From an optimization exercise on the open Yosys and OpenROAD flow, aimed at small area; shortcuts taken in it are not production practice. In this exercise RTL edits were held to simulation tests only and were not proved equivalent to the original. Power is estimated from default activity; no workload was simulated.

`flow/design.v`:
```
`timescale 1ns / 1ps
package deq_pkg;
    localparam int DEPTH   = 32;
    localparam int IDX_W   = $clog2(DEPTH);
    localparam int DATA_W  = 32;
    localparam int REQ_W   = 3;
    localparam int STAT_W  = 2;
    localparam logic [REQ_W-1:0] REQ_PUSH_FRONT = 3'd0;
    localparam logic [REQ_W-1:0] REQ_PUSH_BACK  = 3'd1;
    localparam logic [REQ_W-1:0] REQ_POP_FRONT  = 3'd2;
    localparam logic [REQ_W-1:0] REQ_POP_BACK   = 3'd3;
    localparam logic [REQ_W-1:0] REQ_READ_ALL   = 3'd4;
endpackage
`timescale 1ns / 1ps
module deq_aoi3 (
    input  logic a0,
    input  logic b0,
    input  logic a1,
    input  logic b1,
    input  logic a2,
    input  logic b2,
    output logic y
);
    assign y = !((a0 && b0) || (a1 && b1) || (a2 && b2));
endmodule
module deq_ram #(
    parameter int DATA_W = 32,
    parameter int WORDS  = 32,
    parameter int ADDR_W = $clog2(WORDS)
) (
    input  logic              clk,
    input  logic              we,
    input  logic [ADDR_W-1:0] waddr,
    input  logic [DATA_W-1:0] wdata,
    input  logic              re,
    input  logic [ADDR_W-1:0] raddr,
    input  logic              xsel,
    input  logic [DATA_W-1:0] xdata,
    output logic [DATA_W-1:0] rdata
);
    localparam int INS    = WORDS + 1;
    localparam int GROUPS = (INS + 2) / 3;
    logic [DATA_W-1:0] mem [WORDS];
    logic [WORDS-1:0]  wsel;
    logic [3*GROUPS-1:0] rsel;
    logic [DATA_W-1:0] rin [3*GROUPS];
    always_comb
    begin
        rsel = '0;
        for (int k = 0; k < WORDS; k++)
        begin
            wsel[k] = we && (waddr == ADDR_W'(k));
            rsel[k] = re && (raddr == ADDR_W'(k));
        end
        rsel[WORDS] = xsel;
        for (int k = 0; k < 3 * GROUPS; k++)
        begin
            if (k < WORDS)
            begin
                rin[k] = mem[k];
            end
            else if (k == WORDS)
            begin
                rin[k] = xdata;
            end
            else
            begin
                rin[k] = '0;
            end
        end
    end
    for (genvar k = 0; k < WORDS; k++)
    begin : g_word
        always_ff @(posedge clk)
        begin
            if (wsel[k])
            begin
                mem[k] <= wdata;
            end
        end
    end
    for (genvar b = 0; b < DATA_W; b++)
    begin : g_bit
        logic [GROUPS-1:0] grp_n;
        for (genvar g = 0; g < GROUPS; g++)
        begin : g_grp
            deq_aoi3 u_aoi (
                .a0 (rsel[3*g]),
                .b0 (rin[3*g][b]),
                .a1 (rsel[3*g+1]),
                .b1 (rin[3*g+1][b]),
                .a2 (rsel[3*g+2]),
                .b2 (rin[3*g+2][b]),
                .y  (grp_n[g])
            );
        end
        assign rdata[b] = !(&grp_n);
    end
endmodule
`timescale 1ns / 1ps
module double_ended_queue (
    input  logic                                 clk,
    input  logic                                 rst_n,
    input  logic                                 start,
    output logic                                 busy,
    input  logic        [deq_pkg::REQ_W-1:0]     req_type,
    input  logic signed [deq_pkg::DATA_W-1:0]    push_value,
    output logic                                 done,
    output logic signed [deq_pkg::DATA_W-1:0]    out_value,
    output logic        [deq_pkg::STAT_W-1:0]    status,
    output logic                                 is_last
);
    localparam int IW = deq_pkg::IDX_W;
    logic          busy_reg, busy_next;
    logic          done_reg, done_next;
    logic          nonempty_reg, nonempty_next;
    logic [IW-1:0] front_reg, front_next;
    logic [IW-1:0] back_reg, back_next;
    logic [IW-1:0] rnext_reg, rnext_next;
    logic [IW-1:0] raddr;
    logic [deq_pkg::DATA_W-1:0] res_value_reg, res_value_next;
    logic [deq_pkg::STAT_W-1:0] res_status_reg, res_status_next;
    logic          one;
    logic          full;
    logic          mem_we;
    logic [IW-1:0] mem_waddr;
    logic          mem_re;
    logic          res_push;
    assign one  = (front_reg == back_reg);
    assign full = nonempty_reg && (back_reg + IW'(1) == front_reg);
    always_comb
    begin
        busy_next       = busy_reg;
        done_next       = 1'b0;
        nonempty_next   = nonempty_reg;
        front_next      = front_reg;
        back_next       = back_reg;
        raddr           = req_type[0] ? back_reg : front_reg;
        rnext_next      = front_reg + IW'(1);
        mem_re          = 1'b0;
        res_push        = 1'b0;
        res_status_next = 2'd0;
        mem_we          = 1'b0;
        mem_waddr       = req_type[0] ? back_reg + IW'(1) : front_reg - IW'(1);
        if (busy_reg)
        begin
            done_next  = 1'b1;
            mem_re     = 1'b1;
            raddr      = rnext_reg;
            rnext_next = rnext_reg + IW'(1);
            busy_next  = (rnext_reg != back_reg);
        end
        else if (start)
        begin
            unique case (req_type)
                deq_pkg::REQ_PUSH_FRONT, deq_pkg::REQ_PUSH_BACK:
                begin
                    done_next = 1'b1;
                    res_push  = 1'b1;
                    if (full)
                    begin
                        res_status_next = 2'd2;
                    end
                    else
                    begin
                        mem_we        = 1'b1;
                        nonempty_next = 1'b1;
                        if (req_type[0])
                        begin
                            back_next = mem_waddr;
                        end
                        else
                        begin
                            front_next = mem_waddr;
                        end
                    end
                end
                deq_pkg::REQ_POP_FRONT, deq_pkg::REQ_POP_BACK:
                begin
                    done_next = 1'b1;
                    if (nonempty_reg)
                    begin
                        mem_re        = 1'b1;
                        nonempty_next = !one;
                        if (req_type[0])
                        begin
                            back_next = back_reg - IW'(1);
                        end
                        else
                        begin
                            front_next = front_reg + IW'(1);
                        end
                    end
                    else
                    begin
                        res_status_next = 2'd1;
                    end
                end
                deq_pkg::REQ_READ_ALL:
                begin
                    done_next = 1'b1;
                    if (nonempty_reg)
                    begin
                        mem_re    = 1'b1;
                        busy_next = !one;
                    end
                    else
                    begin
                        res_status_next = 2'd1;
                    end
                end
                default:
                begin
                end
            endcase
        end
    end
    always_ff @(posedge clk or negedge rst_n)
    begin
        if (!rst_n)
        begin
            busy_reg     <= 1'b0;
            done_reg     <= 1'b0;
            nonempty_reg <= 1'b0;
            front_reg    <= '0;
            back_reg     <= '1;
        end
        else
        begin
            busy_reg     <= busy_next;
            done_reg     <= done_next;
            nonempty_reg <= nonempty_next;
            front_reg    <= front_next;
            back_reg     <= back_next;
        end
    end
    always_ff @(posedge clk)
    begin
        rnext_reg      <= rnext_next;
        res_value_reg  <= res_value_next;
        res_status_reg <= res_status_next;
    end
    deq_ram #(
        .DATA_W (deq_pkg::DATA_W),
        .WORDS  (deq_pkg::DEPTH)
    ) u_ram (
        .clk   (clk),
        .we    (mem_we),
        .waddr (mem_waddr),
        .wdata (push_value),
        .re    (mem_re),
        .raddr (raddr),
        .xsel  (res_push),
        .xdata (push_value),
        .rdata (res_value_next)
    );
    assign busy      = busy_reg;
    assign done      = done_reg;
    assign out_value = $signed(res_value_reg);
    assign status    = res_status_reg;
    assign is_last   = !busy_reg;
endmodule
```
`flow/flow/run.sh`:
```
#!/bin/bash
# Standard layout with buf_4 input and buf_2 output port buffers, a clock tree
# of larger sink clusters without dummy loads, and one buffer placed at the
# middle of each high-fanout net's loads right after global placement (before
# the resizer repairs slew and capacitance).
here=$(pwd)
export BUFFER_PORTS_ARGS="-inputs -buffer_cell sky130_fd_sc_hd__buf_4"
export CTS_ARGS="-sink_clustering_enable -repair_clock_nets -dont_use_dummy_load -buf_list {sky130_fd_sc_hd__clkbuf_8 sky130_fd_sc_hd__clkbuf_16} -root_buf sky130_fd_sc_hd__clkbuf_16 -sink_clustering_size 24 -sink_clustering_max_diameter 100"
cat $here/flow/outbuf.tcl $here/flow/fanout_buffers.tcl > $here/post_gpl.tcl
export POST_GLOBAL_PLACE_TCL=$here/post_gpl.tcl
bash standard.sh > flow.log 2>&1
```
`flow/flow/fanout_buffers.tcl`:
```
# Give each signal net with many loads one buffer at the centre of its loads,
# unless a buffer (such as a port buffer) already drives it.
set block [ord::get_db_block]
set dbu [$block getDefUnits]
set min_loads 16
set count 0
foreach net [$block getNets] {
  if {[$net getSigType] ne "SIGNAL"} { continue }
  if {[$net getName] eq "clk"} { continue }
  set loads {}
  set driver ""
  foreach it [$net getITerms] {
    if {[$it isOutputSignal]} { set driver $it } elseif {[$it isInputSignal]} { lappend loads $it }
  }
  if {$driver eq "" || [llength $loads] < $min_loads} { continue }
  set dm [[$driver getInst] getMaster]
  if {[string match "*__buf_*" [$dm getName]] || [string match "*__clkbuf_*" [$dm getName]]} { continue }
  set sx 0; set sy 0
  foreach it $loads {
    set xy [$it getAvgXY]
    if {[lindex $xy 0] == 0} { set box [[$it getInst] getBBox]; set x [$box xCenter]; set y [$box yCenter] } else { set x [lindex $xy 1]; set y [lindex $xy 2] }
    set sx [expr {$sx + $x}]; set sy [expr {$sy + $y}]
  }
  set n [llength $loads]
  set cx [expr {double($sx) / $n / $dbu}]
  set cy [expr {double($sy) / $n / $dbu}]
  insert_buffer -buffer_cell sky130_fd_sc_hd__buf_4 -net [get_nets [$net getName]] -location [list $cx $cy] -buffer_name fanbuf_$count
  incr count
}
puts "fanout_buffers: inserted $count buffers"
```
`flow/flow/outbuf.tcl`:
```
# Buffer the outputs with small buffers (they drive only the output load).
buffer_ports -outputs -buffer_cell sky130_fd_sc_hd__buf_2
```
`flow/standard.sh`:
```
#!/bin/bash
# synth_recipe.tcl (not shown) runs the flow's synth.tcl, then flattens the netlist and writes it again
# the make line also repeats each setting of config.mk as NAME=value (left out here)
make -C /OpenROAD-flow-scripts/flow DESIGN_CONFIG=/design/flow/config.mk WORK_HOME=/design/flow/orfs CLKGATE_MAP_FILE= SYNTH_SCRIPT=/design/flow/synth_recipe.tcl "${@:-finish}"
```
`flow/config.mk`:
```
export PLATFORM = sky130hd
export DESIGN_NAME = double_ended_queue
export DESIGN_NICKNAME = double_ended_queue
export VERILOG_FILES = /design/flow/design.v
export SDC_FILE = /design/flow/constraint.sdc
export NUM_CORES = 4
export LEC_CHECK = 0
export CAP_MARGIN = 20
export CORE_MARGIN = 2
export CORE_UTILIZATION = 70
export GPL_TIMING_DRIVEN = 0
export SETUP_SLACK_MARGIN = 0.15
export SLEW_MARGIN = 20
export SYNTH_HIERARCHICAL = 1
```
`flow/constraint.sdc`:
```
create_clock -name core_clock -period 4.0 [get_ports {clk}]
set_input_delay 0.8000 -clock core_clock [delete_from_list [all_inputs] [get_ports {clk}]]
set_output_delay 0.8000 -clock core_clock [all_outputs]
set_load 0.01 [all_outputs]
```
==> flow_metrics.tcl, run 1 <==
set metrics [dict create \
    cts_bufs_inserted 50 \
    outcome "no timing/DRC/antenna violations" \
    r2r_start "busy_reg" \
    worst_slew_margin_rel_pct 48.9 \
    syn-num-nets 1849 \
    post-route-drc-count 0 \
    synth_ff_type "sky130_fd_sc_hd__edfxtp_1" \
    post_synth_inst_count 1806 \
    syn-cell-area_sq_um 37700 \
    finalCoreUtilization_pct 76.6 \
    clkSlewWorstSetupHoldPaths_ns 0.09 \
    die_area_sq_um 55700 \
    ys.warnings.count 12 \
    skew_final_ns 0.0265 \
    syn-mean-instance-area_sq_um 20.9 \
    grt_pass1_wl_mm 149 \
    reg2regPathDepth 7 \
    core_area_sq_um 53500 \
    category_of_the_worst_setup_path_capture_point "flip-flop" \
    netlist_cell_types 47 \
    final-setup-viol-count 0 \
    grt_antenna_before_repair 3 \
    cp_data_required_time_ns 4.28 \
    critical_path_peak_fanout 33 \
    layout-drive-gt1-share_pct 12.9 \
    finalWorstPathRequiredPeriod_ns 3.86 \
    yosys_register_bits 1076 \
    first_global_vias 20500 \
    die_y_microns 236 \
    worstReg2RegEnd "u_ram.mem[3][21]" \
    synth-edff-count 1024 \
    timing_hold_violations_final 0 \
    rsz_0062_raised_after_global_routing "yes" \
    cts_tree "built" \
    largest_register_ffs 1024 \
    drv_slew 0 \
    final.hold.worst_slack_ns 0.0231 \
    clockRootBuffer "sky130_fd_sc_hd__clkbuf_16" \
    maximum_number_of_pins_on_one_net_before_global_route_repair 34 \
    tns_ns 0 \
    first_drt_pass_iteration_count 9 \
    clkSinkCount 1076 \
    cellLeakagePower_nw 12.7 \
    routed_vias_inst 8.03 \
    period_share_pct 96.6 \
    power_density_nw_per_um2 582 \
    synth_seq_area_share_pct 84.6 \
    hp-class "primary input to asynchronous set/reset pin" \
    clock_latency_ns 0.63 \
    fmax_mhz 259 \
    routed_wire_length_per_instance_microns 39.4 \
    nets 2041 \
    tightest_slew_ns 0.766 \
    cts-root-to-sink-buffers 3 \
    finalWirelength_mm 106 \
    dpl_worst_slack_ns -0.639 \
    vdd_drop_max_mv 0.515 \
    gr-usage-all-layers_pct 38.6 \
    maxCapViolCount 0 \
    rows 85 \
    number_of_buffers_added_to_fix_hold_violations_after_cts 0 \
    port_buffers 74 \
    htree_num_levels 2 \
    critPathLaunchType "flip-flop" \
    r2r_setup_slack_ns 0.14 \
    synthesis_to_finish_area_growth_pct 8.76 \
    ys_async_sr_fraction_pct 1.21 \
    start_util_pct 70.4 \
    dp.final_hpwl_mm 53.5 \
    die_width_microns 236 \
    setup_slack_ns 0.136 \
    crit_path_dat_ns 4.15 \
    grt_remaining_overflow 0 \
    drt.antenna.violating_nets 0 \
    num-fill-cells 2882 \
    path_class "flip-flop to flip-flop" \
    io_pins 75 \
    drt_first_iter_violations 5343 \
    vias 21600 \
]
-- modules after synthesis, one instance, submodules excluded, excerpt --
module | cell area [sq um] | cells
double_ended_queue | 2180 | 208
deq_aoi3 | 10.0 | 1
-- per-stage QoR --
step | cell area, sq um | instances | power, mW
floorplan | 37800 | 1806 | 16.2
detailed placement | 39600 | 2642 | 18.5
CTS | 40900 | 2692 | 23.7
finish | 41000 | 2693 | 23.9
global placement | 38900 | 2539 | 18.2
global route | 41000 | 2692 | 24.5
-- critical path, cell delays in order (launching register included) --
cell and delay, ns:
sky130_fd_sc_hd__dfrtp_1 0.40, sky130_fd_sc_hd__or3b_1 0.49, sky130_fd_sc_hd__nor2_2 0.32, sky130_fd_sc_hd__buf_6 0.48, sky130_fd_sc_hd__o21a_1 0.39, sky130_fd_sc_hd__or4b_1 0.61
sky130_fd_sc_hd__nor2_2 0.41, sky130_fd_sc_hd__buf_8 0.41
-- how the worst max path moves through the flow --
stage	from	end	cells past startpoint
2_1_floorplan	req_type[2]	u_ram.mem[1][0]	5
3_3_place_gp	req_type[1]	res_value_reg[2]	10
3_5_place_dp	req_type[2]	u_ram.mem[3][23]	8
4_1_cts	busy_reg	u_ram.mem[3][10]	7
5_1_grt	back_reg[1]	u_ram.mem[3][7]	10
6_report	busy_reg	u_ram.mem[3][21]	7
-- kinds of logic (layout without fill, tap and decap cells) --
kind of cell	count (synthesis)	after routing	share of synthesized area (%)
XOR/XNOR	29	29	0.714
AND/OR/NAND/NOR	267	267	3.84
AO/OA/AOI/OAI	384	384	9.92
multiplexers	15	15	0.418
other	0	1	0
adder cells (fa/ha/maj)	5	5	0.166
buffers and inverters	30	220	0.375
flip-flops	1076	1076	84.6
-- area by class of cell --
class | instances | area [sq um] | share of cell area [%]
Clock buffer | 50 | 1250 | 3.05
Timing Repair Buffer | 140 | 1060 | 2.58
Tap cell | 696 | 871 | 2.13
Multi-Input combinational cell | 700 | 5780 | 14.1
Antenna cell | 1 | 2.50 | 0.00611
Buffer | 22 | 119 | 0.290
Inverter | 8 | 30.0 | 0.0733
Sequential cell | 1076 | 31900 | 77.8
-- layout by cell type (no fill, tap or decap), drive strengths merged, types with 6 or more instances in the layout --
| cell | count |
|---|---|
| edfxtp | 1024 |
| a222oi | 352 |
| buf | 148 |
| nor2 | 76 |
| nand4 | 66 |
| clkbuf | 64 |
| nand3 | 43 |
| dfxtp | 39 |
| or3 | 32 |
| xnor2 | 16 |
| xor2 | 13 |
| o21ai | 13 |
| nand2 | 12 |
| mux2i | 12 |
| nor3 | 9 |
| inv | 8 |
| dfrtp | 8 |
| nand4bb | 6 |
| nand4b | 6 |
-- power by group --
group | internal, mW | switching, mW | leakage, nW
Clock | 2.23 | 3.12 | 0.616
Combinational | 1.91 | 3.73 | 2.46
Sequential | 12.7 | 0.140 | 9.67
Total | 16.9 | 6.99 | 12.7
-- cell usage after synthesis (5+ instances only) --
cell type | n | share of area [%]
sky130_fd_sc_hd__xnor2_1 | 15 | 0.35
sky130_fd_sc_hd__nand4_1 | 66 | 1.1
sky130_fd_sc_hd__dfstp_2 | 5 | 0.35
sky130_fd_sc_hd__o21ai_0 | 13 | 0.17
sky130_fd_sc_hd__a222oi_1 | 352 | 9.4
sky130_fd_sc_hd__nand4b_1 | 6 | 0.14
sky130_fd_sc_hd__edfxtp_1 | 1024 | 82
sky130_fd_sc_hd__nand4bb_1 | 6 | 0.18
sky130_fd_sc_hd__nand3_1 | 43 | 0.57
sky130_fd_sc_hd__inv_1 | 8 | 0.080
sky130_fd_sc_hd__mux2i_1 | 12 | 0.32
sky130_fd_sc_hd__ha_1 | 5 | 0.17
sky130_fd_sc_hd__nor3_1 | 9 | 0.12
sky130_fd_sc_hd__xor2_1 | 12 | 0.28
sky130_fd_sc_hd__nand2_1 | 12 | 0.12
sky130_fd_sc_hd__dfrtp_1 | 8 | 0.53
sky130_fd_sc_hd__dfxtp_1 | 39 | 2.1
sky130_fd_sc_hd__or3_1 | 32 | 0.53
sky130_fd_sc_hd__clkbuf_1 | 14 | 0.14
sky130_fd_sc_hd__nor2_1 | 76 | 0.76
sky130_fd_sc_hd__nand2b_1 | 5 | 0.083
-- repair_timing --
item,CTS,global route
gates resized for setup,6,45
pin swaps,0,0
hold endpoints to repair,0,0
buffers inserted,0,0
endpoints found under the setup margin,230,813
-- layer usage --
| metal | share of wire (%) | GRT usage [%] | up-vias |
|---|---|---|---|
| met1 | 33 | 52.0 | 10700 |
| met5 | 0.097 | 1.82 | - |
| met2 | 45 | 57.5 | 2008 |
| met3 | 16 | 12.7 | 336 |
| met4 | 5.4 | 19.7 | 8 |
| li1 | - | - | 8567 |
==> inputs of run 2 (changes only) <==
==> flow/flow/run.sh (replaced) <==
#!/bin/bash
# Standard layout with buf_4 input and buf_2 output port buffers, a clock tree
# of clkbuf_8 leaf buffers without dummy loads, and one buffer placed at the
# middle of each high-fanout net's loads right after global placement (before
# the resizer repairs slew and capacitance).
here=$(pwd)
export BUFFER_PORTS_ARGS="-inputs -buffer_cell sky130_fd_sc_hd__buf_4"
export CTS_ARGS="-sink_clustering_enable -repair_clock_nets -dont_use_dummy_load -buf_list {sky130_fd_sc_hd__clkbuf_8} -root_buf sky130_fd_sc_hd__clkbuf_16 -sink_clustering_size 16 -sink_clustering_max_diameter 60"
cat $here/flow/outbuf.tcl $here/flow/fanout_buffers.tcl > $here/post_gpl.tcl
export POST_GLOBAL_PLACE_TCL=$here/post_gpl.tcl
bash standard.sh > flow.log 2>&1
==> run 2 against run 1 <==
Net effect: combinational power barely moved; critical path depth did not move; first-iteration DRC count fell by 6.7%; largest power group unchanged; still clean on timing, DRC and antenna; area after synthesis unchanged; highest routed layer unchanged; critical path type unchanged; count of clock-buffer cells in the layout rose by 27.
==> flow_metrics.tcl, run 2 <==
set metrics [dict create \
    synthesis_to_finish_area_growth_pct 8.48 \
    yosys.area.top_type_share_pct 81.6 \
    cts_tree "built" \
    clockRootBuffer "sky130_fd_sc_hd__clkbuf_16" \
    place.detailed.instances 2642 \
    htree_num_levels 3 \
    syn-mean-instance-area_sq_um 20.9 \
    timing_hold_violations_final 0 \
    outcome "no timing/DRC/antenna violations" \
    cts_bufs_inserted 77 \
    finalWorstPathRequiredPeriod_ns 3.85 \
    critical_path_cell_with_the_highest_stage_delay "sky130_fd_sc_hd__or4b_1" \
    netlist_cell_types 47 \
    layout.cells.most_common_list "sky130_fd_sc_hd__edfxtp_1 (1,024), sky130_fd_sc_hd__a222oi_1 (352), sky130_fd_sc_hd__buf_4 (89)" \
    worst_setup_path_startpoint "busy_reg" \
    first_global_vias 20800 \
    worstReg2RegEnd "u_ram.mem[3][9]" \
    nets 2068 \
    ys_async_sr_fraction_pct 1.21 \
    cp_data_required_time_ns 4.25 \
    syn-num-nets 1849 \
    layout-drive-gt1-share_pct 13.9 \
    post_synth_inst_count 1806 \
    cts-root-to-sink-buffers 3 \
    critical_path.max_stage_delay_ns 0.61 \
    routed_wire_length_per_instance_microns 39.4 \
    drv_slew 0 \
    grt_antenna_before_repair 3 \
    dp.final_hpwl_mm 53.5 \
    start_util_pct 70.4 \
    drt_first_iter_violations 4987 \
    hp-class "primary input to asynchronous set/reset pin" \
    critPathTopFamily "simple AND/OR/NAND/NOR gates" \
    crit_path_dat_ns 4.09 \
    skew_final_ns 0.0590 \
    antennaDiodeCount 0 \
    critPathLaunchType "flip-flop" \
    grt_pass1_wl_mm 149 \
    clock_latency_ns 0.62 \
    cts_resized 7 \
    maxCapViolCount 0 \
    post-route-drc-count 0 \
    final.hold.worst_slack_ns 0.0492 \
    die_width_microns 236 \
    largest_register_ffs 1024 \
    yosys.cell_count.top_type "sky130_fd_sc_hd__edfxtp_1" \
    path_class "flip-flop to flip-flop" \
    synth_ff_type "sky130_fd_sc_hd__edfxtp_1" \
    routed_vias_inst 8.03 \
    synth_top_cells_by_count "sky130_fd_sc_hd__edfxtp_1 (1,024), sky130_fd_sc_hd__a222oi_1 (352), sky130_fd_sc_hd__nor2_1 (76)" \
    rows 85 \
    yosys_register_bits 1076 \
    vias 21800 \
    cp.buffers_inverters 2 \
    crit_path_cell_trace "or3b_1 > nor2_2 > buf_8 > o21a_1 > or4b_1 > nor2_2 > buf_8" \
    first_drt_pass_iteration_count 10 \
    critical_path_peak_fanout 33 \
    final_common_cell "sky130_fd_sc_hd__edfxtp_1" \
    rsz_0062_raised_after_global_routing "yes" \
    die_y_microns 236 \
    final-setup-viol-count 0 \
    gr-usage-all-layers_pct 38.8 \
    grt_remaining_overflow 0 \
    synth-edff-count 1024 \
    worst_slew_margin_rel_pct 47.2 \
    tightest_slew_ns 0.792 \
    power_density_nw_per_um2 578 \
    netlist_top_cells_area "sky130_fd_sc_hd__edfxtp_1 (82%), sky130_fd_sc_hd__a222oi_1 (9.4%), sky130_fd_sc_hd__dfxtp_1 (2.1%)" \
    category_of_the_worst_setup_path_capture_point "flip-flop" \
    port_buffers 74 \
    syn-cell-area_sq_um 37700 \
    clkSinkCount 1076 \
    period_share_pct 96.2 \
    layout.cells.non_filler 2719 \
    maximum_number_of_pins_on_one_net_before_global_route_repair 34 \
    fmax_mhz 260 \
    core_area_sq_um 53500 \
    io_pins 75 \
    synthDominantAreaCellType "sky130_fd_sc_hd__edfxtp_1" \
    reg2regPathDepth 7 \
    r2r_start "busy_reg" \
    vdd_drop_max_mv 0.441 \
    tns_ns 0 \
    die_area_sq_um 55700 \
    r2r_setup_slack_ns 0.15 \
    finalWirelength_mm 107 \
    number_of_buffers_added_to_fix_hold_violations_after_cts 0 \
    ys.warnings.count 12 \
    post-cts-setup-buffer-count 0 \
    cellLeakagePower_nw 12.7 \
    drt.antenna.violating_nets 0 \
    clkSlewWorstSetupHoldPaths_ns 0.10 \
    synth_seq_area_share_pct 84.6 \
]
[run 2: cell types whose count changed in the layout (fill, tap and decap cells not counted), sizes merged]
| cell | previous run | this run |
|---|---|---|
| buf | 148 | 149 |
| clkbuf | 64 | 90 |
| diode | 1 | 0 |
[run 2: routing by layer]
metal  up-vias  global-route usage [%]  routed length, microns
met5         -                   0.606                      39
met4         6                    22.4                    6780
met3       400                    12.2                   17300
met2      2042                    56.7                   47400
met1     10800                    52.6                   35600
li1       8595                       -                       -
[run 2: worst max path at each step]
| stage | endpoint | slack (ns) | depth (start not counted) |
|---|---|---|---|
| after floorplan | u_ram.mem[1][0] | -0.09 | 5 |
| after global placement | res_value_reg[2] | -2.69 | 10 |
| after detailed placement | u_ram.mem[3][23] | -0.64 | 8 |
| after CTS | u_ram.mem[3][9] | 0.17 | 10 |
| after global routing | u_ram.mem[3][9] | 0.05 | 10 |
| final | u_ram.mem[3][9] | 0.15 | 7 |
[run 2: cell type report]
class | count | area, sq um
inverter | 8 | 30.0
clock buffer | 77 | 1160
timing repair buffer | 140 | 1050
tap | 696 | 871
multi-input combinational | 700 | 5780
buffer | 22 | 116
fill | 2882 | 12600
sequential | 1076 | 31900
[run 2: logic make-up (layout without fill, tap and decap cells)]
family / after synthesis / count (layout) / synth area share (%)
mux: 15 / 15 / 0.418
xor+xnor: 29 / 29 / 0.714
fa+ha+maj: 5 / 5 / 0.166
buf+inv: 30 / 247 / 0.375
simple gates: 267 / 267 / 3.84
flops: 1076 / 1076 / 84.6
compound gates: 384 / 384 / 9.92
[run 2: Yosys stat by module, one instance, submodules excluded, excerpt]
| module | cell area [sq um] | times used | cells |
|---|---|---|---|
| double_ended_queue | 2180 | 1 | 208 |
| deq_aoi3 | 10.0 | 352 | 1 |
[run 2: power by group]
part	switching, mW	leakage [nW]	internal [mW]
clock network	3.18	0.600	1.94
registers	0.140	9.67	12.7
logic	3.73	2.45	1.91
[run 2: per-stage QoR]
| stage | power [mW] | utilization, % | setup slack (ns) | cell area, sq um |
|---|---|---|---|---|
| final | 23.6 | 76.4 | 0.152 | 40900 |
| after global routing | 24.3 | 76.4 | 0.0483 | 40900 |
| after global placement | 18.2 | 72.7 | -2.69 | 38900 |
| after CTS | 23.5 | 76.2 | 0.168 | 40800 |
| after floorplan | 16.2 | - | -0.0948 | 37800 |
| after detailed placement | 18.5 | 74.0 | -0.639 | 39600 |
==> inputs of run 3 (changes only) <==
--- a/flow/flow/fanout_buffers.tcl
+++ b/flow/flow/fanout_buffers.tcl
@@ -24,7 +24,7 @@
   set n [llength $loads]
   set cx [expr {double($sx) / $n / $dbu}]
   set cy [expr {double($sy) / $n / $dbu}]
-  insert_buffer -buffer_cell sky130_fd_sc_hd__buf_4 -net [get_nets [$net getName]] -location [list $cx $cy] -buffer_name fanbuf_$count
+  insert_buffer -buffer_cell sky130_fd_sc_hd__buf_2 -net [get_nets [$net getName]] -location [list $cx $cy] -buffer_name fanbuf_$count
   incr count
 }
 puts "fanout_buffers: inserted $count buffers"
==> run 3 against run 2 <==
Net effect: register-to-register slack lost 0.03 ns; count of clock-buffer cells in the layout up 1; fmax down 0.65%; clock skew fell by 0.0055 ns; worst setup slack got worse by 0.025 ns; still clean on timing, DRC and antenna; flip-flop and latch count unchanged; sequential share of layout area about the same; non-clock buffer count unchanged; critical path type unchanged; largest power group unchanged.
==> flow_metrics.tcl, run 3 <==
set metrics [dict create \
    power_density_nw_per_um2 578 \
    grt_remaining_overflow 0 \
    skew_final_ns 0.0535 \
    syn-num-nets 1849 \
    yosys.area.top_type_share_pct 81.6 \
    wl_met3_mm 17.3 \
    crit_path_cell_trace "or3b_1 > nor2_2 > buf_6 > o21a_1 > or4b_1 > nor2_2 > buf_12" \
    synth_ff_type "sky130_fd_sc_hd__edfxtp_1" \
    placement.cell_area_sq_um 39500 \
    rows 85 \
    internal_power_summed_over_all_cells_mw 16.6 \
    nets 2069 \
    m1_wire_length_mm 35.5 \
    core_area_sq_um 53500 \
    drv_slew 0 \
    synth_top_cells_by_count "sky130_fd_sc_hd__edfxtp_1 (1,024), sky130_fd_sc_hd__a222oi_1 (352), sky130_fd_sc_hd__nor2_1 (76)" \
    drt_first_iter_violations 4767 \
    p_sw_mw 7.04 \
    cellLeakagePower_nw 12.7 \
    critPathLaunchType "flip-flop" \
    final-setup-viol-count 0 \
    final_common_cell "sky130_fd_sc_hd__edfxtp_1" \
    routed_vias_inst 8.02 \
    finalWorstPathRequiredPeriod_ns 3.87 \
    outcome "no timing/DRC/antenna violations" \
    layout.cell_area.non_filler_sq_um 40900 \
    hp-class "primary input to asynchronous set/reset pin" \
    layout-drive-gt1-share_pct 14.0 \
    dpl_worst_slack_ns -1.32 \
    final.hold.worst_slack_ns 0.0582 \
    cts-root-to-sink-buffers 3 \
    cts_bufs_inserted 78 \
    total_power_mw 23.6 \
    yosys_register_bits 1076 \
    synthDominantAreaCellType "sky130_fd_sc_hd__edfxtp_1" \
    yosys.cell_count.top_type "sky130_fd_sc_hd__edfxtp_1" \
    worst_slew_margin_rel_pct 20.0 \
    grt_pass1_wl_mm 150 \
    clkSlewWorstSetupHoldPaths_ns 0.09 \
    rsz_0062_raised_after_global_routing "yes" \
    grt_antenna_before_repair 2 \
    finalCoreUtilization_pct 76.4 \
    r2r_start "busy_reg" \
    io_pins 75 \
    clock_latency_ns 0.58 \
    fmax_mhz 258 \
    die_y_microns 236 \
    category_of_the_worst_setup_path_capture_point "flip-flop" \
    period_share_pct 96.8 \
    worst_setup_path_startpoint "busy_reg" \
    switching_share_pct 29.8 \
    maximum_number_of_pins_on_one_net_before_global_route_repair 34 \
    cts_tree "built" \
    maxCapViolCount 0 \
    critical_path_peak_fanout 33 \
    tightest_slew_ns 1.20 \
    post-cts-setup-buffer-count 0 \
    synth_seq_area_share_pct 84.6 \
    vias 21800 \
    clockRootBuffer "sky130_fd_sc_hd__clkbuf_16" \
    post-route-drc-count 0 \
    netlist_cell_types 47 \
    gr-usage-all-layers_pct 39.1 \
    layout.cells.most_common_list "sky130_fd_sc_hd__edfxtp_1 (1,024), sky130_fd_sc_hd__a222oi_1 (352), sky130_fd_sc_hd__buf_4 (87)" \
    synthesis_to_finish_area_growth_pct 8.49 \
    die_width_microns 236 \
    netlist_top_cells_area "sky130_fd_sc_hd__edfxtp_1 (82%), sky130_fd_sc_hd__a222oi_1 (9.4%), sky130_fd_sc_hd__dfxtp_1 (2.1%)" \
    power_frac_comb_pct 23.9 \
    crit_path_dat_ns 4.13 \
    largest_register_ffs 1024 \
    ys_async_sr_fraction_pct 1.21 \
    synth-edff-count 1024 \
    dr.max_layer_used "met5" \
    seqPwrFrac_pct 54.4 \
    dp.final_hpwl_mm 53.5 \
    die_area_sq_um 55700 \
    htree_num_levels 3 \
    routed_wire_length_per_instance_microns 39.5 \
    setup_slack_ns 0.127 \
    first_drt_pass_iteration_count 10 \
    critical_path.most_common_cell "sky130_fd_sc_hd__nor2_2" \
    post_synth_inst_count 1806 \
    vdd_drop_max_mv 0.432 \
    critical_path.max_stage_delay_ns 0.63 \
    ys.warnings.count 12 \
    path_class "flip-flop to flip-flop" \
    port_buffers 74 \
    drt.antenna.violating_nets 0 \
    timing_hold_violations_final 0 \
    clkPwrFrac_pct 21.7 \
    syn-mean-instance-area_sq_um 20.9 \
    cp_data_required_time_ns 4.26 \
    start_util_pct 70.4 \
    first_global_vias 20800 \
    routed-wl-met2_mm 47.9 \
    finalWirelength_mm 107 \
    clkSinkCount 1076 \
    syn-cell-area_sq_um 37700 \
    critical_path_cell_with_the_highest_stage_delay "sky130_fd_sc_hd__or4b_1" \
    number_of_buffers_added_to_fix_hold_violations_after_cts 0 \
]
## run 3: per-module statistics from Yosys, one instance, submodules excluded, excerpt
module / cell area, sq um / cells inside / copies in the design
double_ended_queue: 2180 / 208 / 1
deq_aoi3: 10.0 / 1 / 352
## run 3: logic make-up (layout without fill, tap and decap cells)
kind of cell               Yosys count  after routing  synth area share [%]
muxes                               15             15                 0.418
adders and majority gates            5              5                 0.166
DFF                               1076           1076                  84.6
xor gates and xnor gates            29             29                 0.714
other                                0              1                     0
AOI/OAI and AO/OA                  384            384                  9.92
and+or+nand+nor                    267            267                  3.84
buffers and inverters               30            248                 0.375
## run 3: final cells by class
type                            count  area (sq um)
Multi-Input combinational cell    700          5780
Timing Repair Buffer              140          1030
Sequential cell                  1076         31900
Fill cell                        2863         12600
Buffer                             22           118
Clock buffer                       78          1170
Antenna cell                        1          2.50
Tap cell                          696           871
Inverter                            8          30.0
## run 3: repair_timing
item | in CTS | in global routing
resized for setup | 53 | 42
setup endpoints to repair | 1056 | 743
pin swaps | 0 | 1
## run 3: power by group through the flow
stage / combinational (mW) / clock, mW / sequential [mW]
finish: 5.64 / 5.13 / 12.9
global route: 5.86 / 5.60 / 12.9
CTS: 5.46 / 5.15 / 12.9
detailed placement: 5.39 / 0 / 13.1
global placement: 4.96 / 0 / 13.2
floorplan: 3.01 / 0 / 13.2
## run 3: metrics by stage
stage / TNS, ns / instances
4_1_cts: 0 / 2720
3_5_place_dp: -993.32 / 2642
6_report: 0 / 2721
2_1_floorplan: -11.52 / 1806
5_1_grt: 0 / 2720
3_3_place_gp: -2441.86 / 2539
## run 3: worst paths after layout
path / to / slack [ns] / depth (start not counted)
worst max-delay path: u_ram.mem[0][9] / 0.13 / 7
worst min-delay path: nonempty_reg / 0.06 / 1
worst max register to register: u_ram.mem[0][9] / 0.13 / 7
worst min register to register: res_status_reg[0] / 0.53 / 1
max in group asynchronous: back_reg[4] / 3.67 / 1
min in group core_clock: done_reg / 0.45 / 3
## run 3: layer usage
layer | track usage [%] | vias to the layer above
met5 | 1.73 | -
met4 | 21.3 | 6
met3 | 12.8 | 409
met2 | 58.0 | 2065
met1 | 52.2 | 10700
li1 | - | 8605
## run 3: worst max-delay path, delay by kind of cell, from the launching register on
kind	cells	cell delay [ns]
flops	1	0.41
simple gates	4	1.85
buf+inv	2	0.81
compound gates	1	0.39
==> inputs of run 4 (changes only) <==
--- a/flow/design.v
+++ b/flow/design.v
@@ -10,6 +10,12 @@
     localparam logic [REQ_W-1:0] REQ_POP_FRONT  = 3'd2;
     localparam logic [REQ_W-1:0] REQ_POP_BACK   = 3'd3;
     localparam logic [REQ_W-1:0] REQ_READ_ALL   = 3'd4;
+    function automatic logic [IDX_W-1:0] ring_next(input logic [IDX_W-1:0] x);
+        ring_next = {x[3:0], x[4] ^ x[2] ^ (x[3:0] == 4'd0)};
+    endfunction
+    function automatic logic [IDX_W-1:0] ring_prev(input logic [IDX_W-1:0] y);
+        ring_prev = {y[0] ^ y[3] ^ (y[4:1] == 4'd0), y[4:1]};
+    endfunction
 endpackage
 `timescale 1ns / 1ps
 module deq_aoi3 (
@@ -127,7 +133,7 @@
     logic          mem_re;
     logic          res_push;
     assign one  = (front_reg == back_reg);
-    assign full = nonempty_reg && (back_reg + IW'(1) == front_reg);
+    assign full = nonempty_reg && (deq_pkg::ring_next(back_reg) == front_reg);
     always_comb
     begin
         busy_next       = busy_reg;
@@ -136,18 +142,18 @@
         front_next      = front_reg;
         back_next       = back_reg;
         raddr           = req_type[0] ? back_reg : front_reg;
-        rnext_next      = front_reg + IW'(1);
+        rnext_next      = deq_pkg::ring_next(front_reg);
         mem_re          = 1'b0;
         res_push        = 1'b0;
         res_status_next = 2'd0;
         mem_we          = 1'b0;
-        mem_waddr       = req_type[0] ? back_reg + IW'(1) : front_reg - IW'(1);
+        mem_waddr       = req_type[0] ? deq_pkg::ring_next(back_reg) : deq_pkg::ring_prev(front_reg);
         if (busy_reg)
         begin
             done_next  = 1'b1;
             mem_re     = 1'b1;
             raddr      = rnext_reg;
-            rnext_next = rnext_reg + IW'(1);
+            rnext_next = deq_pkg::ring_next(rnext_reg);
             busy_next  = (rnext_reg != back_reg);
         end
         else if (start)
@@ -184,11 +190,11 @@
                         nonempty_next = !one;
                         if (req_type[0])
                         begin
-                            back_next = back_reg - IW'(1);
+                            back_next = deq_pkg::ring_prev(back_reg);
                         end
                         else
                         begin
-                            front_next = front_reg + IW'(1);
+                            front_next = deq_pkg::ring_next(front_reg);
                         end
                     end
                     else
@@ -223,7 +229,7 @@
             done_reg     <= 1'b0;
             nonempty_reg <= 1'b0;
             front_reg    <= '0;
-            back_reg     <= '1;
+            back_reg     <= deq_pkg::ring_prev('0);
         end
         else
         begin
--- a/flow/flow/fanout_buffers.tcl
+++ b/flow/flow/fanout_buffers.tcl
@@ -24,7 +24,7 @@
   set n [llength $loads]
   set cx [expr {double($sx) / $n / $dbu}]
   set cy [expr {double($sy) / $n / $dbu}]
-  insert_buffer -buffer_cell sky130_fd_sc_hd__buf_2 -net [get_nets [$net getName]] -location [list $cx $cy] -buffer_name fanbuf_$count
+  insert_buffer -buffer_cell sky130_fd_sc_hd__buf_4 -net [get_nets [$net getName]] -location [list $cx $cy] -buffer_name fanbuf_$count
   incr count
 }
 puts "fanout_buffers: inserted $count buffers"
==> run 4 against run 3 <==
Net effect: first-iteration DRC count rose by 9.1%; sequential power about the same; worst hold slack worse by 0.013 ns; core utilization rose by 0.82 points; routed wire length grew 0.59%; still clean.
==> flow_metrics.tcl, run 4 <==
set metrics [dict create \
    skew_final_ns 0.0592 \
    grt_remaining_overflow 0 \
    yosys.cell_count.top_type "sky130_fd_sc_hd__edfxtp_1" \
    hp-class "primary input to asynchronous set/reset pin" \
    netlist_top_cells_area "sky130_fd_sc_hd__edfxtp_1 (82%), sky130_fd_sc_hd__a222oi_1 (9.4%), sky130_fd_sc_hd__dfxtp_1 (2.1%)" \
    first_drt_pass_iteration_count 10 \
    syn-mean-instance-area_sq_um 21.0 \
    layout.cells.most_common_list "sky130_fd_sc_hd__edfxtp_1 (1,024), sky130_fd_sc_hd__a222oi_1 (352), sky130_fd_sc_hd__buf_4 (84)" \
    r2r_setup_slack_ns 0.13 \
    crit_path_cell_trace "clkbuf_1 > nor2_1 > nand2_1 > nor2_2 > buf_6 > o21a_1 > or4b_1 > nor2_2 > buf_8" \
    io_pins 75 \
    setup_slack_ns 0.126 \
    timing_hold_violations_final 0 \
    ys_async_sr_fraction_pct 1.21 \
    die_area_sq_um 55500 \
    yosys_register_bits 1076 \
    period_share_pct 96.8 \
    drt.antenna.violating_nets 0 \
    critical_path.most_common_cell "sky130_fd_sc_hd__nor2_2" \
    clockRootBuffer "sky130_fd_sc_hd__clkbuf_16" \
    dpl_worst_slack_ns -0.871 \
    clkSinkCount 1076 \
    vias 21700 \
    maxCapViolCount 0 \
    clock_latency_ns 0.62 \
    critical_path_cell_with_the_highest_stage_delay "sky130_fd_sc_hd__or4b_1" \
    finalWorstPathRequiredPeriod_ns 3.87 \
    post-route-drc-count 0 \
    ys.warnings.count 12 \
    path_class "flip-flop to flip-flop" \
    htree_num_levels 3 \
    routed_vias_inst 8.08 \
    finalWirelength_mm 108 \
    rsz_0062_raised_after_global_routing "no" \
    power_density_nw_per_um2 542 \
    worst_slew_margin_rel_pct 46.7 \
    worstReg2RegEnd "u_ram.mem[3][20]" \
    final-setup-viol-count 0 \
    tightest_slew_ns 0.800 \
    final_common_cell "sky130_fd_sc_hd__edfxtp_1" \
    cellLeakagePower_nw 12.7 \
    post_synth_inst_count 1788 \
    die_y_microns 236 \
    worst_setup_path_startpoint "busy_reg" \
    synthesis_to_finish_area_growth_pct 8.60 \
    synth-edff-count 1024 \
    critical_path_peak_fanout 33 \
    maximum_number_of_pins_on_one_net_before_global_route_repair 34 \
    cts_tree "built" \
    outcome "no timing/DRC/antenna violations" \
    drv_slew 0 \
    nets 2041 \
    final.hold.worst_slack_ns 0.0457 \
    grt_antenna_before_repair 2 \
    synth_seq_area_share_pct 84.9 \
    cts-root-to-sink-buffers 3 \
    synthDominantAreaCellType "sky130_fd_sc_hd__edfxtp_1" \
    r2r_start "busy_reg" \
    num-fill-cells 2822 \
    endpoint "u_ram.mem[3][20]" \
    cts_bufs_inserted 77 \
    cp_data_required_time_ns 4.25 \
    core_area_sq_um 52800 \
    final-seq-area_sq_um 31900 \
    synth_top_cells_by_count "sky130_fd_sc_hd__edfxtp_1 (1,024), sky130_fd_sc_hd__a222oi_1 (352), sky130_fd_sc_hd__nor2_1 (72)" \
    largest_register_ffs 1024 \
    category_of_the_worst_setup_path_capture_point "flip-flop" \
    start_util_pct 71.1 \
    layout-drive-gt1-share_pct 15.1 \
    syn-num-nets 1826 \
    yosys.area.top_type_share_pct 82.0 \
    first_global_vias 20900 \
    multiInputGateArea_sq_um 5710 \
    critical_path.max_stage_delay_ns 0.61 \
    crit_path_dat_ns 4.13 \
    grt_pass1_wl_mm 150 \
    port_buffers 72 \
    synth_ff_type "sky130_fd_sc_hd__edfxtp_1" \
    reg2regPathDepth 9 \
    fmax_mhz 258 \
    critPathLaunchType "flip-flop" \
    netlist_cell_types 40 \
    drt_first_iter_violations 5200 \
    rows 84 \
    routed_wire_length_per_instance_microns 40.2 \
    die_width_microns 236 \
    gr-usage-all-layers_pct 39.3 \
    post-cts-setup-buffer-count 0 \
    dp.final_hpwl_mm 53.7 \
    syn-cell-area_sq_um 37500 \
    clkSlewWorstSetupHoldPaths_ns 0.09 \
    vdd_drop_max_mv 0.427 \
]
## run 4: cell types whose count changed after synthesis, sizes merged, moves of 4 or more
cell | previous run | this run
nand3 | 43 | 37
xor2 | 13 | 8
ha | 5 | 0
dfrtp | 8 | 12
nor3 | 9 | 5
xnor2 | 16 | 10
mux2 | 3 | 9
dfstp | 5 | 1
a21o | 0 | 4
buf | 8 | 3
nand2 | 12 | 20
nor2 | 76 | 72
mux2i | 12 | 7
## run 4: worst min-delay path by stage
stage,startpoint,endpoint,slack (ns),depth (start not counted)
floorplan,nonempty_reg,res_status_reg[0],0.47,1
CTS,rst_n,nonempty_reg,0.03,1
global placement,rnext_reg[2],rnext_reg[3],0.51,2
detailed placement,rnext_reg[2],rnext_reg[3],0.51,2
global route,rst_n,nonempty_reg,0.05,1
finish,rst_n,nonempty_reg,0.05,1
## run 4: area by class of cell
type,instances,share of cell area [%]
flip-flops and latches,1076,78.2
multi-input cells,683,14.0
clock buffers,77,2.85
repair buffers,137,2.52
well taps,688,2.11
plain buffers,19,0.218
inverters,9,0.0829
diodes,2,0.0123
## run 4: kinds of logic after synthesis
logic type | after synthesis | synth area share (%)
multiplexers | 16 | 0.497
XOR/XNOR | 18 | 0.420
AND/OR/NAND/NOR | 262 | 3.76
flip-flops | 1076 | 84.9
AO/OA/AOI/OAI | 387 | 10.1
buffers and inverters | 29 | 0.323
## run 4: timing repair
action | 4_1_cts | 5_1_grt
hold buffers | 0 | 0
gates cloned | 0 | 0
resized for setup | 14 | 24
setup endpoints to repair | 169 | 748
## run 4: power by group
group | internal, mW | switching [mW] | total [mW]
combinational | 1.39 | 2.73 | 4.12
sequential | 12.7 | 0.148 | 12.8
clock | 1.94 | 3.20 | 5.14
total | 16.0 | 6.08 | 22.1
## run 4: per-stage QoR
| stage | cell area (sq um) | cells | utilization (%) | power [mW] | setup TNS, ns |
|---|---|---|---|---|---|
| after floorplan | 37700 | 1788 | - | 15.3 | 0 |
| after global placement | 38800 | 2511 | 73.5 | 16.7 | -1921.56 |
| after detailed placement | 39500 | 2613 | 74.8 | 17.0 | -72.83 |
| after CTS | 40700 | 2690 | 77.1 | 22.0 | 0 |
| after global routing | 40700 | 2689 | 77.2 | 22.7 | 0 |
| final | 40700 | 2691 | 77.2 | 22.1 | 0 |
## run 4: layer usage
| layer | wire length (microns) | up-vias | part of all wire, % | GRT usage, % |
|---|---|---|---|---|
| li1 | - | 8525 | - | - |
| met1 | 34700 | 10700 | 32 | 53.3 |
| met2 | 48100 | 2099 | 44 | 57.3 |
| met3 | 18300 | 405 | 17 | 12.6 |
| met4 | 7050 | 2 | 6.5 | 22.6 |
| met5 | 11 | - | 0.010 | 0.0866 |
## run 4: Yosys stat by module (local to each module, per instance), a selection
module	cells	times used	area (sq um)
double_ended_queue	190	1	2020
deq_aoi3	1	352	10.0
## run 4: worst max-delay path: cells and delay by family (launching register included)
family	cells	cell delay, ns
AND/OR/NAND/NOR	5	1.64
flip-flops	1	0.40
AO/OA/AOI/OAI	1	0.36
buffers and inverters	3	1.11
==> inputs of run 5 (changes only) <==
==> flow/flow/run.sh (replaced) <==
#!/bin/bash
# Standard layout with buf_4 input and buf_2 output port buffers, a clock tree
# of clkbuf_8 leaf buffers without dummy loads, and one buffer placed at the
# middle of each high-fanout net's loads right after global placement (before
# the resizer repairs slew and capacitance).
here=$(pwd)
export BUFFER_PORTS_ARGS="-inputs -buffer_cell sky130_fd_sc_hd__buf_4"
export CTS_ARGS="-sink_clustering_enable -repair_clock_nets -dont_use_dummy_load -buf_list {sky130_fd_sc_hd__clkbuf_8} -root_buf sky130_fd_sc_hd__clkbuf_16 -sink_clustering_size 18 -sink_clustering_max_diameter 60"
cat $here/flow/outbuf.tcl $here/flow/fanout_buffers.tcl > $here/post_gpl.tcl
export POST_GLOBAL_PLACE_TCL=$here/post_gpl.tcl
bash standard.sh > flow.log 2>&1
--- a/flow/config.mk
+++ b/flow/config.mk
@@ -7,7 +7,7 @@
 export LEC_CHECK = 0
 export CAP_MARGIN = 20
 export CORE_MARGIN = 2
-export CORE_UTILIZATION = 70
+export CORE_UTILIZATION = 80
 export GPL_TIMING_DRIVEN = 0
 export SETUP_SLACK_MARGIN = 0.15
 export SLEW_MARGIN = 20
==> run 5 against run 4 <==
Net effect: largest power group unchanged; clock skew shrank 0.0050 ns; flip-flop and latch count is the same; still clean on timing, DRC and antenna; via count grew 2.6%; largest cell class unchanged; sequential power is essentially flat; cell count shrank 3.3%; worst setup slack gained 0.11 ns; critical path depth grew 1; fmax grew 2.9%; non-clock buffer count is the same; highest routed layer unchanged; total power shrank 1.0%; worst hold slack lost 0.0029 ns; cell area shrank 0.50%.
==> flow_metrics.tcl, run 5 <==
set metrics [dict create \
    cellLeakagePower_nw 12.7 \
    yosys_register_bits 1076 \
    rsz_0062_raised_after_global_routing "no" \
    multiInputGateArea_sq_um 5720 \
    layout.cells.non_filler 2602 \
    hp-class "primary input to asynchronous set/reset pin" \
    final_common_cell "sky130_fd_sc_hd__edfxtp_1" \
    finalWorstPathRequiredPeriod_ns 3.76 \
    first_drt_pass_iteration_count 10 \
    grt_pass1_wl_mm 150 \
    die_width_microns 221 \
    post-cts-setup-buffer-count 0 \
    number_of_buffers_added_to_fix_hold_violations_after_cts 0 \
    clkSlewWorstSetupHoldPaths_ns 0.10 \
    vdd_drop_max_mv 0.480 \
    routed_vias_inst 8.58 \
    setup_slack_ns 0.235 \
    post_synth_inst_count 1788 \
    tightest_slew_ns 0.874 \
    timing_hold_violations_final 0 \
    synth-edff-count 1024 \
    drt_first_iter_violations 5434 \
    placement.cell_area_sq_um 39400 \
    die_area_sq_um 48600 \
    num-fill-cells 1837 \
    clock_latency_ns 0.62 \
    dpl_worst_slack_ns -0.707 \
    io_pins 75 \
    syn-num-nets 1826 \
    skew_final_ns 0.0542 \
    synthDominantAreaCellType "sky130_fd_sc_hd__edfxtp_1" \
    syn-cell-area_sq_um 37500 \
    synthesis_to_finish_area_growth_pct 8.06 \
    layout.cells.most_common_list "sky130_fd_sc_hd__edfxtp_1 (1,024), sky130_fd_sc_hd__a222oi_1 (352), sky130_fd_sc_hd__buf_4 (85)" \
    final-setup-viol-count 0 \
    grt_remaining_overflow 0 \
    clkSinkCount 1076 \
    syn-mean-instance-area_sq_um 21.0 \
    finalWirelength_mm 106 \
    dp.final_hpwl_mm 52.3 \
    clockRootBuffer "sky130_fd_sc_hd__clkbuf_16" \
    outcome "no timing/DRC/antenna violations" \
    worst_slew_margin_rel_pct 41.7 \
    r2r_setup_slack_ns 0.24 \
    nets 2034 \
    synth_seq_area_share_pct 84.9 \
    synth_top_cells_by_count "sky130_fd_sc_hd__edfxtp_1 (1,024), sky130_fd_sc_hd__a222oi_1 (352), sky130_fd_sc_hd__nor2_1 (72)" \
    tns_ns 0 \
    drt.antenna.violating_nets 0 \
    core_area_sq_um 46500 \
    crit_path_dat_ns 4.24 \
    fmax_mhz 266 \
    layout.cell_area.non_filler_sq_um 40500 \
    ys_async_sr_fraction_pct 1.21 \
    yosys.cell_count.top_type "sky130_fd_sc_hd__edfxtp_1" \
    htree_num_levels 3 \
    rows 79 \
    category_of_the_worst_setup_path_capture_point "flip-flop" \
    vias 22300 \
    netlist_cell_types 40 \
    r2r_start "busy_reg" \
    port_buffers 72 \
    synth_ff_type "sky130_fd_sc_hd__edfxtp_1" \
    path_class "primary input to flip-flop" \
    maxCapViolCount 0 \
    die_y_microns 221 \
    place.detailed.instances 2532 \
    ys.warnings.count 12 \
    cts_resized 6 \
    grt_antenna_before_repair 1 \
    cts_tree "built" \
    final-seq-area_sq_um 31900 \
    critPathLaunchType "primary input" \
    maximum_number_of_pins_on_one_net_before_global_route_repair 34 \
    netlist_top_cells_area "sky130_fd_sc_hd__edfxtp_1 (82%), sky130_fd_sc_hd__a222oi_1 (9.4%), sky130_fd_sc_hd__dfxtp_1 (2.1%)" \
    cts_bufs_inserted 70 \
    first_global_vias 21700 \
    finalCoreUtilization_pct 87.3 \
    layout-drive-gt1-share_pct 14.8 \
    worstReg2RegEnd "u_ram.mem[1][4]" \
    post-route-drc-count 0 \
    cts-root-to-sink-buffers 3 \
    start_util_pct 80.8 \
    largest_register_ffs 1024 \
    power_density_nw_per_um2 539 \
    routed_wire_length_per_instance_microns 40.9 \
    period_share_pct 94.1 \
    reg2regPathDepth 9 \
    total_power_mw 21.8 \
    drv_slew 0 \
    final.hold.worst_slack_ns 0.0428 \
    critical_path_peak_fanout 32 \
    cp_data_required_time_ns 4.48 \
    yosys.area.top_type_share_pct 82.0 \
    gr-usage-all-layers_pct 45.6 \
]
==> run 5: where the power goes <==
group | switching [mW] | total (mW) | internal, mW
Sequential | 0.158 | 12.8 | 12.7
Combinational | 2.74 | 4.13 | 1.39
Clock | 3.10 | 4.90 | 1.79
Total | 6.00 | 21.8 | 15.8
==> run 5: critical path, cell delays in order <==
cell and delay, ns:
sky130_fd_sc_hd__clkbuf_1 0.29, sky130_fd_sc_hd__clkbuf_1 0.42, sky130_fd_sc_hd__a21oi_1 0.12, sky130_fd_sc_hd__o21ai_1 0.46
sky130_fd_sc_hd__nand4_1 0.40, sky130_fd_sc_hd__nor2_2 0.42, sky130_fd_sc_hd__buf_4 0.63, sky130_fd_sc_hd__a222oi_1 0.24
sky130_fd_sc_hd__nand3_1 0.16, sky130_fd_sc_hd__or3_1 0.28
==> run 5: modules after synthesis (local to each module, per instance), excerpt <==
module              area [sq um]  times used  flip-flops and latches  cells inside
double_ended_queue          2020           1                      52           190
deq_aoi3                    10.0         352                       0             1
==> run 5: area by class of cell <==
type	count	share of cell area (%)
Antenna cell	1	0.00617
Buffer	19	0.219
Clock buffer	70	2.63
Inverter	9	0.0833
Multi-Input combinational cell	683	14.1
Sequential cell	1076	78.6
Tap cell	607	1.87
Timing Repair Buffer	137	2.49
==> run 5: logic make-up (layout without fill, tap and decap cells) <==
| family | Yosys count | after routing | share of synthesized area (%) |
|---|---|---|---|
| AO/OA/AOI/OAI | 387 | 387 | 10.1 |
| AND/OR/NAND/NOR | 262 | 262 | 3.76 |
| flip-flops | 1076 | 1076 | 84.9 |
| other | 0 | 1 | 0 |
| multiplexers | 16 | 16 | 0.497 |
| buffers and inverters | 29 | 235 | 0.323 |
| XOR/XNOR | 18 | 18 | 0.420 |
==> run 5: metal layers <==
| layer | GRT usage (%) | vias up | part of all wire [%] |
|---|---|---|---|
| li1 | - | 8516 | - |
| met1 | 56.5 | 10800 | 29 |
| met2 | 68.1 | 2514 | 46 |
| met3 | 18.5 | 529 | 17 |
| met4 | 28.2 | 4 | 7.1 |
| met5 | 1.92 | - | 0.032 |
==> run 5: how the worst max path moves through the flow <==
| stage | start | end | depth (start not counted) | slack (ns) |
|---|---|---|---|---|
| 2_1_floorplan | req_type[1] | u_ram.mem[1][0] | 5 | 0.10 |
| 3_3_place_gp | req_type[2] | u_ram.mem[13][16] | 7 | -2.30 |
| 3_5_place_dp | req_type[1] | res_value_reg[24] | 12 | -0.71 |
| 4_1_cts | req_type[1] | res_value_reg[24] | 12 | 0.17 |
| 5_1_grt | req_type[0] | res_value_reg[24] | 10 | 0.19 |
| 6_report | req_type[0] | res_value_reg[30] | 10 | 0.24 |
==> inputs of run 6 (changes only) <==
--- a/flow/config.mk
+++ b/flow/config.mk
@@ -7,7 +7,7 @@
 export LEC_CHECK = 0
 export CAP_MARGIN = 20
 export CORE_MARGIN = 2
-export CORE_UTILIZATION = 80
+export CORE_UTILIZATION = 70
 export GPL_TIMING_DRIVEN = 0
 export SETUP_SLACK_MARGIN = 0.15
 export SLEW_MARGIN = 20
==> run 6 against run 5 <==
Net effect: non-clock buffer count stayed put; global-route usage is 6.4 points lower; clock skew is 0.019 ns higher; cell area is 0.23% higher; routed wire length is 1.4% higher; critical path depth is 1 lower; register-to-register slack worse by 0.13 ns; sequential share of layout area is 0.18 points lower; worst setup slack worse by 0.13 ns; fmax is 3.3% lower; first-iteration DRC count is 4.7% lower; combinational power hardly changed; largest cell class unchanged.
==> flow_metrics.tcl, run 6 <==
set metrics [dict create \
    syn-num-nets 1826 \
    synth_top_cells_by_count "sky130_fd_sc_hd__edfxtp_1 (1,024), sky130_fd_sc_hd__a222oi_1 (352), sky130_fd_sc_hd__nor2_1 (72)" \
    synth.mux.area_fraction_pct 0.497 \
    cellLeakagePower_nw 12.7 \
    synth-edff-count 1024 \
    htree_num_levels 3 \
    gr-usage-all-layers_pct 39.2 \
    fmax_mhz 257 \
    drt.antenna.violating_nets 0 \
    cts_bufs_inserted 70 \
    critical_path_peak_fanout 33 \
    finalWorstPathRequiredPeriod_ns 3.89 \
    clockRootBuffer "sky130_fd_sc_hd__clkbuf_16" \
    synth_top_family_by_area "compound AO/OA/AOI/OAI gates" \
    final-seq-area_sq_um 31900 \
    crit_path_dat_ns 4.14 \
    die_area_sq_um 55500 \
    synth_compound_area_share_pct 10.1 \
    layout.cell_area.non_filler_sq_um 40600 \
    grt_antenna_before_repair 1 \
    maximum_number_of_pins_on_one_net_before_global_route_repair 34 \
    worst_setup_path_startpoint "busy_reg" \
    first_global_vias 20800 \
    power_density_nw_per_um2 538 \
    post-cts-setup-buffer-count 0 \
    hp-class "primary input to asynchronous set/reset pin" \
    ys_async_sr_fraction_pct 1.21 \
    tightest_slew_ns 0.808 \
    yosys_register_bits 1076 \
    final_common_cell "sky130_fd_sc_hd__edfxtp_1" \
    yosys.area.top_type_share_pct 82.0 \
    syn-cell-area_sq_um 37500 \
    cts_tree "built" \
    clkSinkCount 1076 \
    vias 21700 \
    drt_first_iter_violations 5179 \
    synth_ff_type "sky130_fd_sc_hd__edfxtp_1" \
    drv_slew 0 \
    rows 84 \
    dpl_worst_slack_ns -0.871 \
    cts-root-to-sink-buffers 3 \
    r2r_start "busy_reg" \
    clkSlewWorstSetupHoldPaths_ns 0.10 \
    finalWirelength_mm 108 \
    clock_latency_ns 0.62 \
    worst_slew_margin_rel_pct 46.1 \
    reg2regPathDepth 9 \
    netlist_cell_types 40 \
    grt_pass1_wl_mm 150 \
    post_synth_inst_count 1788 \
    num-fill-cells 2826 \
    synth-simple-area-share_pct 3.76 \
    maxCapViolCount 0 \
    yosys.area_share.xor_xnor_pct 0.420 \
    vdd_drop_max_mv 0.522 \
    cp_data_required_time_ns 4.24 \
    skew_final_ns 0.0734 \
    io_pins 75 \
    setup_slack_ns 0.107 \
    timing_hold_violations_final 0 \
    netlist_top_cells_area "sky130_fd_sc_hd__edfxtp_1 (82%), sky130_fd_sc_hd__a222oi_1 (9.4%), sky130_fd_sc_hd__dfxtp_1 (2.1%)" \
    synth_adder_area_share_pct 0 \
    period_share_pct 97.3 \
    routed_wire_length_per_instance_microns 40.2 \
    largest_register_ffs 1024 \
    yosys.cell_count.top_type "sky130_fd_sc_hd__edfxtp_1" \
    synthDominantAreaCellType "sky130_fd_sc_hd__edfxtp_1" \
    category_of_the_worst_setup_path_capture_point "flip-flop" \
    port_buffers 72 \
    start_util_pct 71.1 \
    critPathLaunchType "flip-flop" \
    rsz_0062_raised_after_global_routing "no" \
    outcome "no timing/DRC/antenna violations" \
    syn-mean-instance-area_sq_um 21.0 \
    die_width_microns 236 \
    grt_remaining_overflow 0 \
    multiInputGateArea_sq_um 5710 \
    core_area_sq_um 52800 \
    synthesis_to_finish_area_growth_pct 8.30 \
    routed_vias_inst 8.09 \
    layout.cells.most_common_list "sky130_fd_sc_hd__edfxtp_1 (1,024), sky130_fd_sc_hd__a222oi_1 (352), sky130_fd_sc_hd__buf_4 (87)" \
    layout-drive-gt1-share_pct 14.8 \
    path_class "flip-flop to flip-flop" \
    placement.cell_area_sq_um 39500 \
    die_y_microns 236 \
    dp.final_hpwl_mm 53.7 \
    ys.warnings.count 12 \
    nets 2034 \
    post-route-drc-count 0 \
    first_drt_pass_iteration_count 10 \
    final-setup-viol-count 0 \
    synth_seq_area_share_pct 84.9 \
]
==> run 6: cell counts after synthesis <==
No cell type changed its count.
==> run 6: worst max-delay path, stage by stage, from the launching register on <==
cell and delay (ns):
sky130_fd_sc_hd__dfrtp_1 0.41, sky130_fd_sc_hd__clkbuf_1 0.22, sky130_fd_sc_hd__nor2_1 0.15, sky130_fd_sc_hd__nand2_1 0.14, sky130_fd_sc_hd__nor2_2 0.33, sky130_fd_sc_hd__buf_6 0.43
sky130_fd_sc_hd__o21a_1 0.36, sky130_fd_sc_hd__or4b_1 0.61, sky130_fd_sc_hd__nor2_2 0.41, sky130_fd_sc_hd__buf_8 0.45
==> run 6: power breakdown <==
part           internal (mW)  switching (mW)  total (mW)
logic                   1.39            2.74        4.12
clock network           1.79            3.14        4.93
registers               12.7           0.149        12.8
total                   15.8            6.02        21.9
==> run 6: cell families after synthesis <==
| logic type | Yosys count |
|---|---|
| DFF | 1076 |
| AOI/OAI and AO/OA | 387 |
| muxes | 16 |
| buffers and inverters | 29 |
| xor gates and xnor gates | 18 |
| and+or+nand+nor | 262 |
==> run 6: final timing paths <==
| kind | to | slack (ns) |
|---|---|---|
| min in group core_clock | done_reg | 0.44 |
| max in group asynchronous | back_reg[4] | 3.70 |
| max | u_ram.mem[2][13] | 0.11 |
| min reg2reg | rnext_reg[3] | 0.53 |
| max reg2reg | u_ram.mem[2][13] | 0.11 |
| min | nonempty_reg | 0.05 |
==> run 6: metrics by stage <==
step | hold slack (ns) | cells | total power, mW | util (%) | setup TNS (ns)
2_1_floorplan | 0.474 | 1788 | 15.3 | - | 0
3_3_place_gp | 0.506 | 2511 | 16.7 | 73.5 | -1921.56
3_5_place_dp | 0.511 | 2613 | 17.0 | 74.8 | -72.83
4_1_cts | 0.0304 | 2683 | 21.8 | 76.9 | 0
5_1_grt | 0.0457 | 2682 | 22.5 | 77.0 | 0
6_report | 0.0498 | 2683 | 21.9 | 77.0 | 0
==> run 6: final cells by class <==
cell class	count	share of cell area [%]
antenna	1	0.00616
buffer	19	0.222
clock buffer	70	2.62
inverter	9	0.0831
multi-input combinational	683	14.1
sequential	1076	78.4
tap	688	2.12
timing repair buffer	137	2.49
==> run 6: repair_timing <==
action | 4_1_cts | 5_1_grt
hold endpoints to repair | 0 | 0
resized for setup | 14 | 23
hold buffers | 0 | 0
setup endpoints to repair | 168 | 593
==> run 6: metal layers <==
layer  global-route usage (%)  wire [microns]  vias to the layer above  part of all wire (%)
met4                     22.7            7030                        2                   6.5
met5                    0.260              10                        -                0.0093
met2                     56.9           47800                     2088                    44
li1                         -               -                     8507                     -
met3                     12.5           18100                      401                    17
met1                     53.3           34800                    10700                    32
==> run 6: modules after synthesis (local to each module, per instance), excerpt <==
module              cells inside  cell area, sq um
double_ended_queue           190              2020
deq_aoi3                       1              10.0

==> re-timing with driven ports <==
The flow's constraints put no driver on any port. The routed layouts listed below were extracted and timed again, unchanged, in two steps. Step 1 (the two cells are an assumption about what drives the block):
set clk [get_ports {clk}]
set_driving_cell -lib_cell sky130_fd_sc_hd__clkbuf_16 $clk
set_driving_cell -lib_cell sky130_fd_sc_hd__buf_2 [delete_from_list [all_inputs] $clk]
Step 2 also shifts input and output timing later by t, the mid clock arrival at the registers, as if the neighbouring blocks saw the same clock. Slacks: ideal / step 1 / step 2; pairs: ideal / step 1.
run | t, ns | slack for setup (ns) | hold WS [ns] | clock arrival spread, ns | slew at the worst register clock pin (ns) | worst data-port slew with drivers (ns)
run 1 | 0.684 | 0.136 / 0.136 / -0.396 | 0.023 / -0.019 / 0.536 | 0.032 / 0.033 | 0.09 / 0.09 | 0.13
run 2 | 0.659 | 0.152 / 0.152 / -0.388 | 0.049 / 0.009 / 0.544 | 0.060 / 0.060 | 0.10 / 0.10 | 0.13
run 3 | 0.632 | 0.127 / 0.127 / -0.452 | 0.058 / 0.018 / 0.527 | 0.079 / 0.080 | 0.10 / 0.10 | 0.14
run 4 | 0.653 | 0.126 / 0.126 / -0.350 | 0.046 / 0.008 / 0.530 | 0.059 / 0.059 | 0.11 / 0.11 | 0.14
run 5 | 0.657 | 0.235 / 0.239 / -0.382 | 0.043 / 0.007 / 0.538 | 0.055 / 0.056 | 0.12 / 0.12 | 0.13
run 6 | 0.647 | 0.107 / 0.107 / -0.274 | 0.050 / 0.014 / 0.528 | 0.073 / 0.073 | 0.12 / 0.12 | 0.14
With both steps, setup timing fails in every run listed, where it was met with ideal ports. The setup slack of run 5, which loses most, moves by +0.004 ns with the drivers and by -0.617 ns with both steps.
